Source: an optimization exercise on an open RTL-to-GDS flow (aim: small area and few clock cycles per item). Production flows keep margins and buffers that such runs may drop. The RTL was checked by simulation tests, not by an equivalence proof against the original design. Power and IR drop assume default switching activity.

==> flow/design.v, too long to show whole: its modules and the start of the top module <==
// module aqids_fa: 10 lines
// module aqids_ha: 9 lines
// module air_quality_index_daily_summary: 2044 lines
module air_quality_index_daily_summary #(
  parameter int PERIODS_PER_DAY = 6
) (
  input  logic                clk,
  input  logic                rst_n,
  input  logic                cfg_we,
  input  logic [1:0]          cfg_index,
  input  logic [13:0]         cfg_wdata,
  input  logic                in_valid,
  output logic                in_ready,
  input  logic [13:0]         in_pm25_tenths,
  input  logic [13:0]         in_co2_ppm,
  input  logic signed [10:0]  in_temperature_tenths,
  input  logic [9:0]          in_humidity_tenths,
  output logic                out_valid,
  input  logic                out_ready,
  output logic [8:0]          out_aqi_index,
  output logic [2:0]          out_aqi_level,
  output logic [1:0]          out_co2_level,
  output logic signed [11:0]  out_thi_tenths,
  output logic [1:0]          out_thi_level,
  output logic                out_day_done,
  output logic [8:0]          out_avg_aqi,
  output logic [13:0]         out_avg_co2,
  output logic signed [11:0]  out_avg_thi_tenths,
  output logic [2:0]          out_rec_aqi_level,
  output logic [1:0]          out_rec_co2_level,
  output logic [2:0]          out_rec_thi_level
);
  // ...
==> flow/flow/run.sh <==
#!/bin/bash
# Layout flow: the standard flow (standard.sh), with
#  - the port buffers made of the smallest buffer cell (buf_1) instead of the
#    resizer's default choice (a delay buffer), and
#  - clock tree synthesis with clkbuf_8 buffers and without dummy loads.
set -e
export BUFFER_PORTS_ARGS="-buffer_cell sky130_fd_sc_hd__buf_1"
export CTS_ARGS="-sink_clustering_enable -repair_clock_nets -buf_list sky130_fd_sc_hd__clkbuf_8 -dont_use_dummy_load"
bash standard.sh > standard.log 2>&1
==> flow/standard.sh <==
#!/bin/bash
# synth_recipe.tcl (not shown) runs the flow's synth.tcl, then flattens the netlist and writes it again
# the make line also repeats each setting of config.mk as NAME=value (left out here)
make -C /OpenROAD-flow-scripts/flow DESIGN_CONFIG=/design/flow/config.mk WORK_HOME=/design/flow/orfs CLKGATE_MAP_FILE= SYNTH_SCRIPT=/design/flow/synth_recipe.tcl "${@:-finish}"
==> flow/config.mk <==
export PLATFORM = sky130hd
export DESIGN_NAME = air_quality_index_daily_summary
export DESIGN_NICKNAME = air_quality_index_daily_summary
export VERILOG_FILES = /design/flow/design.v
export SDC_FILE = /design/flow/constraint.sdc
export NUM_CORES = 4
export LEC_CHECK = 0
export ABC_AREA = 1
export CAP_MARGIN = 20
export CORE_MARGIN = 2
export CORE_UTILIZATION = 55
export SLEW_MARGIN = 20
export SYNTH_HIERARCHICAL = 1
export SYNTH_MINIMUM_KEEP_SIZE = 0
==> flow/constraint.sdc <==
create_clock -name core_clock -period 11.0 [get_ports {clk}]
set_input_delay 2.2000 -clock core_clock [delete_from_list [all_inputs] [get_ports {clk}]]
set_output_delay 2.2000 -clock core_clock [all_outputs]
set_load 0.01 [all_outputs]
==> metrics.md, run 1 <==
| Metric | Value |
|---|---|
| Max-cap viol count | 0 |
| Top delay family on crit path | adder cells |
| Internal | about 0.0032 W |
| DR top layer | met4 |
| Status | no timing/DRC/antenna violations |
| CTS resizes | 0 |
| Fraction of the mapped netlist area in compound gates | 0.1442 |
| Met2 routed WL | approximately 21 mm |
| Initial Utilization | 0.5542 |
| Comb pwr share | 0.763 |
| Top class by area | multi-input combinational cells |
| CTS tree | yes |
| Reg clk slew, reported paths | roughly 0.070 ns |
| Worst EP required | between 10 and 15 ns |
| Sw frac | 0.5018 |
| FF-to-FF setup slack | ~1.7 ns |
| H-tree lvl count | 4 |
| Post-CTS Hold Fix Bufs | 0 |
| IO Pins | approximately 140 |
| Core area | 30,430 µm² |
| Max reg flops | 19 |
| Sequential power | ~0.0012 W |
| Nets | about 2,500 |
| Most frequent CP cell | fa_1 |
| Seq_cells | 154 |
| Remaining Overflow, GRT | 0 |
| Die X | about 180 µm |
| Grt met2 use | 0.4726 |
| Unrepaired setup endpoints after global routing | no |
| Met1 layer usage reported by global route | 0.3539 |
| Final Max Tran Viols | 0 |
| Commonest cells in the netlist | nand2_1 (362), inv_1 (361), fa_1 (184) |
| Worst-path maximum fanout | 14 |
| CTS Sinks | approximately 150 |
| CP Buf/Inv Count | 3 |
| Placed instance area | 17,870 µm² |
| Fin crit period | about 10 ns |
| Number of global-route vias before repair | 13,972 |
| P_comb | between 0.004 and 0.005 W |
| Synth area leaders | fa_1 (22%), edfxtp_1 (19%), ha_1 (8.1%), nand2_1 (8.1%), inv_1 (8.0%) |
| Detailed router's first-iteration violation count | around 1,000 |
| Post-synthesis sequential area ratio | 0.2463 |
Testbench counts, summed over its fixed seeds: cycles 24,016, items 24,000.
==> inputs of run 2 (changes only) <==
--- a/flow/config.mk
+++ b/flow/config.mk
@@ -10,3 +10,3 @@
 export CORE_MARGIN = 2
-export CORE_UTILIZATION = 55
+export CORE_UTILIZATION = 40
 export SLEW_MARGIN = 20
==> run 2 against run 1 <==
- final area up 0.88%
- count of clock-buffer cells in the layout unchanged
- sequential cell count unchanged
- first-iteration DRC count down 4.7%
- clock skew down 0.0097 ns
- core utilization down 16 points
- hold slack better by 0.012 ns
- cell count up 5.5%
- total power up 0.25%
- register-to-register slack worse by 0.12 ns
- largest power group unchanged
==> metrics.md, run 2 <==
| Metric | Value |
|---|---|
| Regs by FF count | s1_thi_z_r x19, sum_co2_r x16 |
| Avg Inst Size Synth | just over 8 µm² |
| Max-cap viol count | 0 (unchanged) |
| Most numerous cell in the Yosys netlist | nand2_1 |
| CTS Sinks | 154 (unchanged) |
| Most common flop cell mapped by yosys | edfxtp_1 |
| Critical-path top delay cell | a21oi_1 |
| Initial antenna violation count | 0 |
| Commonest non-fill, non-tap cell in the layout | nand2_1 |
| Final worst slack | between 1 and 1.5 ns |
| Post-DP HPWL | 35.23 mm |
| Area fraction of the dominant cell type after synthesis | 0.2184 |
| Area added between synthesis and finish | 8.272% |
| PortBufs | around 140 |
| Hold/Removal Path Class | flip-flop to flip-flop |
| Post-route ant nets | 0 |
| Final setup fails | 0 |
| Commonest cells in the netlist | nand2_1 (362), inv_1 (361), fa_1 (184) |
| # fillers | 4,197 |
| Comb pwr share | 0.763 (about the same) |
| Routed vias/inst | 5.234 |
| Most frequent CP cell | fa_1 |
| Internal | 0.003194 W (+0.23%) |
| Nets | 2,526 (-0.12%) |
| CTS resizes | 0 (unchanged) |
| WP data arrival | about 10 ns |
| Relative slew slack | 0.3968 |
| Asr flop ratio synth | 0 |
| Number of synthesized flops with an enable pin | approximately 110 |
| Gr usage total | 0.2041 |
| Detailed-route DRC error count | 0 |
| Core Rows | 75 |
| Worst-path maximum fanout | 14 (unchanged) |
| Multi-input logic area | about 11,000 µm² |
| Unrepaired setup endpoints after global routing | no |
| Die ar. | around 44,000 µm² |
| CTS tree | yes |
| Syn nets | ~2,400 |
| Synth Warn # | 7 |
| Critical path launch point | in_humidity_tenths[1] |
| Max reg flops | 19 (unchanged) |
| IO Pins | 144 (unchanged) |
| Area leader, netlist | fa_1 |
| Lkg Pwr | between 8 and 9 nW |
| Nature of the critical path endpoint | flip-flop |
| Pre-CTS setup slack | ~0.78 ns |
| Crit path launch type | input pin |
| Clock network fraction of design power | 0.050 |
| CTS buffer count | 17 |
| Post-CTS Hold Fix Bufs | 0 (unchanged) |
| WL final | roughly 44 mm |
| FF-to-FF setup slack | 1.55 ns (-0.12 ns) |
| Clk latency of the worst-skew pair | roughly 0.48 ns |
| Reg clk slew, reported paths | 0.07 ns (about the same) |
| Fmax | roughly 100 MHz |
| Post-synthesis sequential area ratio | 0.2463 (unchanged) |
| Min-delay src | s1_aqi_r[0] |
| Final GP Congestion | approximately 0.95 |
| Max Clock Skew | between 0.02 and 0.025 ns |
| Largest net degree at the start of global routing | 69 |
| CTS max path bufs | 2 |
| Largest reg by FF count | s1_thi_z_r |
| Post-CTS Setup Repair Bufs | 0 |
| Final Max Tran Viols | 0 (unchanged) |
| Reg-to-reg startpoint | s1_thi_z_r[14] |
| Critical path class | input pin to flip-flop |
| Routed vias | around 14,000 |
| Remaining Overflow, GRT | 0 (unchanged) |
| Final TNS setup | 0 ns |
| Register area | roughly 4200 µm² |
| H-tree lvl count | 4 (unchanged) |
| CP peak stage delay | 0.63 ns |
| First-pass GRT wire length | between 70 and 80 mm |
| Number of global-route vias before repair | 13,873 (-0.71%) |
| Core area | 41,760 µm² (+37%) |
| Sw frac | 0.5019 (about the same) |
| Synth area leaders | fa_1 (22%), edfxtp_1 (19%), ha_1 (8.1%), nand2_1 (8.1%), inv_1 (8.0%) |
| Die X | 209.3 µm (+17%) |
| Power density over cell area | about 350 nW/µm² |
| Clock root cell | clkbuf_8 |
| Fin crit period | 9.759 ns (-0.03787 ns) |
| Share of cells above drive strength 1 | 0.04859 |
| Seq pwr share | 0.187 |
| Initial Utilization | 0.4039 (-0.1504) |
| Worst EP required | 11.32 ns (about the same) |
| Synthesized instance count | between 2,000 and 2,500 |
| Worst Max-Slew Pin Slew | ~0.90 ns |
| WL per Instance | approximately 16 µm |
| Cell variety after synth | between 40 and 50 |
| Detailed router's first-iteration violation count | 960 (-4.7%) |
| Switch Pwr | approximately 0.0032 W |
| Synthesized area | between 15,000 and 20,000 µm² |
| Die H | about 210 µm |
| Status | no timing/DRC/antenna violations |
| Max VDD drop | between 0.2 and 0.25 mV |
| Drt first pass iters | 6 |
| Flops & latches, synth | 154 |
| Final hold vios | 0 |
| Most frequent cells in the layout | nand2_1 (362), inv_1 (359), fa_1 (184) |
| Final worst path period share | 0.8872 |
## run 2: cell type report
class,instances,area share
Multi-Input combinational cell,1450,0.6067
Clock buffer,17,0.01281
Tap cell,539,0.03693
Timing Repair Buffer,167,0.03926
Inverter,373,0.07668
Antenna cell,1,0.0001370
Sequential cell,154,0.2275
## run 2: final timing paths
| kind | to | cells after the start |
|---|---|---|
| worst max-delay path | s1_thi_z_r[16] | 27 |
| worst min-delay path | s2_aqi_r[0] | 0 |
| worst max register to register | sum_thi_r[13] | 29 |
| worst min register to register | s2_aqi_r[0] | 0 |
## run 2: modules after synthesis (local to each module, per instance)
| module | area, µm² | copies in the design |
|---|---|---|
| aqids_fa | 20.02 | 168 |
| aqids_ha | 12.51 | 53 |
| air_quality_index_daily_summary | 12840 | 1 |
## run 2: critical path, delay by kind of cell
kind                     cells  cell delay, ns
AND/OR/NAND/NOR              4            0.55
adder cells (fa/ha/maj)     10            4.06
XOR/XNOR                     2            0.35
AO/OA/AOI/OAI                8            2.00
buffers and inverters        3            0.93
## run 2: power groups by stage
stage	Combinational, W	Clock [W]	Sequential [W]
6_report	0.00489	0.000322	0.00120
5_1_grt	0.00569	0.000360	0.00122
2_1_floorplan	0.00367	0	0.00117
3_5_place_dp	0.00494	0	0.00121
4_1_cts	0.00498	0.000341	0.00120
3_3_place_gp	0.00478	0	0.00121
## run 2: per-stage QoR
step | total power [W] | util | instance area (µm²) | instances | hold slack [ns]
floorplan | 0.004841 | - | 16860 | 2041 | 0.4297
global placement | 0.005991 | 0.4316 | 18020 | 2683 | 0.4435
detailed placement | 0.006154 | 0.4316 | 18020 | 2683 | 0.4539
CTS | 0.006519 | 0.4372 | 18260 | 2700 | 0.4648
global route | 0.007273 | 0.4372 | 18260 | 2700 | 0.4837
finish | 0.006412 | 0.4373 | 18260 | 2701 | 0.4652
## run 2: kinds of logic (layout without fill, tap and decap cells)
logic type | after synthesis | in the layout | share of synthesized area
AO/OA/AOI/OAI | 397 | 397 | 0.1442
XOR/XNOR | 76 | 76 | 0.03947
adder cells (fa/ha/maj) | 294 | 294 | 0.2999
buffers and inverters | 437 | 557 | 0.09726
flip-flops | 154 | 154 | 0.2463
multiplexers | 1 | 1 | 0.0005935
other | 0 | 1 | 0
AND/OR/NAND/NOR | 682 | 682 | 0.1723
## run 2: per-layer routing
layer,up-vias,wire [µm],GRT usage,share of wire
li1,6957,-,-,-
met1,6699,20370,0.2857,0.47
met2,427,20270,0.3333,0.46
met3,54,2282,0.02828,0.052
met4,0,688,0.05419,0.016
met5,-,0,0,0

re-timing with driven ports:
How much do the figures lean on ideal ports? The routed layouts below were timed once more, with nothing changed but the port constraints.
Step 1 (the two cells are an assumption about what drives the block):
set clk [get_ports {clk}]
set_driving_cell -lib_cell sky130_fd_sc_hd__clkbuf_16 $clk
set_driving_cell -lib_cell sky130_fd_sc_hd__buf_2 [delete_from_list [all_inputs] $clk]
Step 2 also shifts input and output timing later by t, the mid clock arrival at the registers, as if the neighbouring blocks saw the same clock.
Three values: ideal, step 1, step 2; two values: the first two.
run	t (ns)	slack for setup (ns)	hold WS [ns]	worst register clock-pin slew, ns	worst data-port slew with drivers (ns)
run 1	0.517	1.203 / 1.218 / 0.701	0.454 / 0.454 / 0.454	0.10 / 0.10	0.06
run 2	0.522	1.241 / 1.267 / 0.745	0.465 / 0.465 / 0.465	0.08 / 0.08	0.07
After both steps every run listed still meets setup and hold. The setup slack of run 1, which loses most, moves by +0.015 ns with the drivers and by -0.502 ns with both steps.
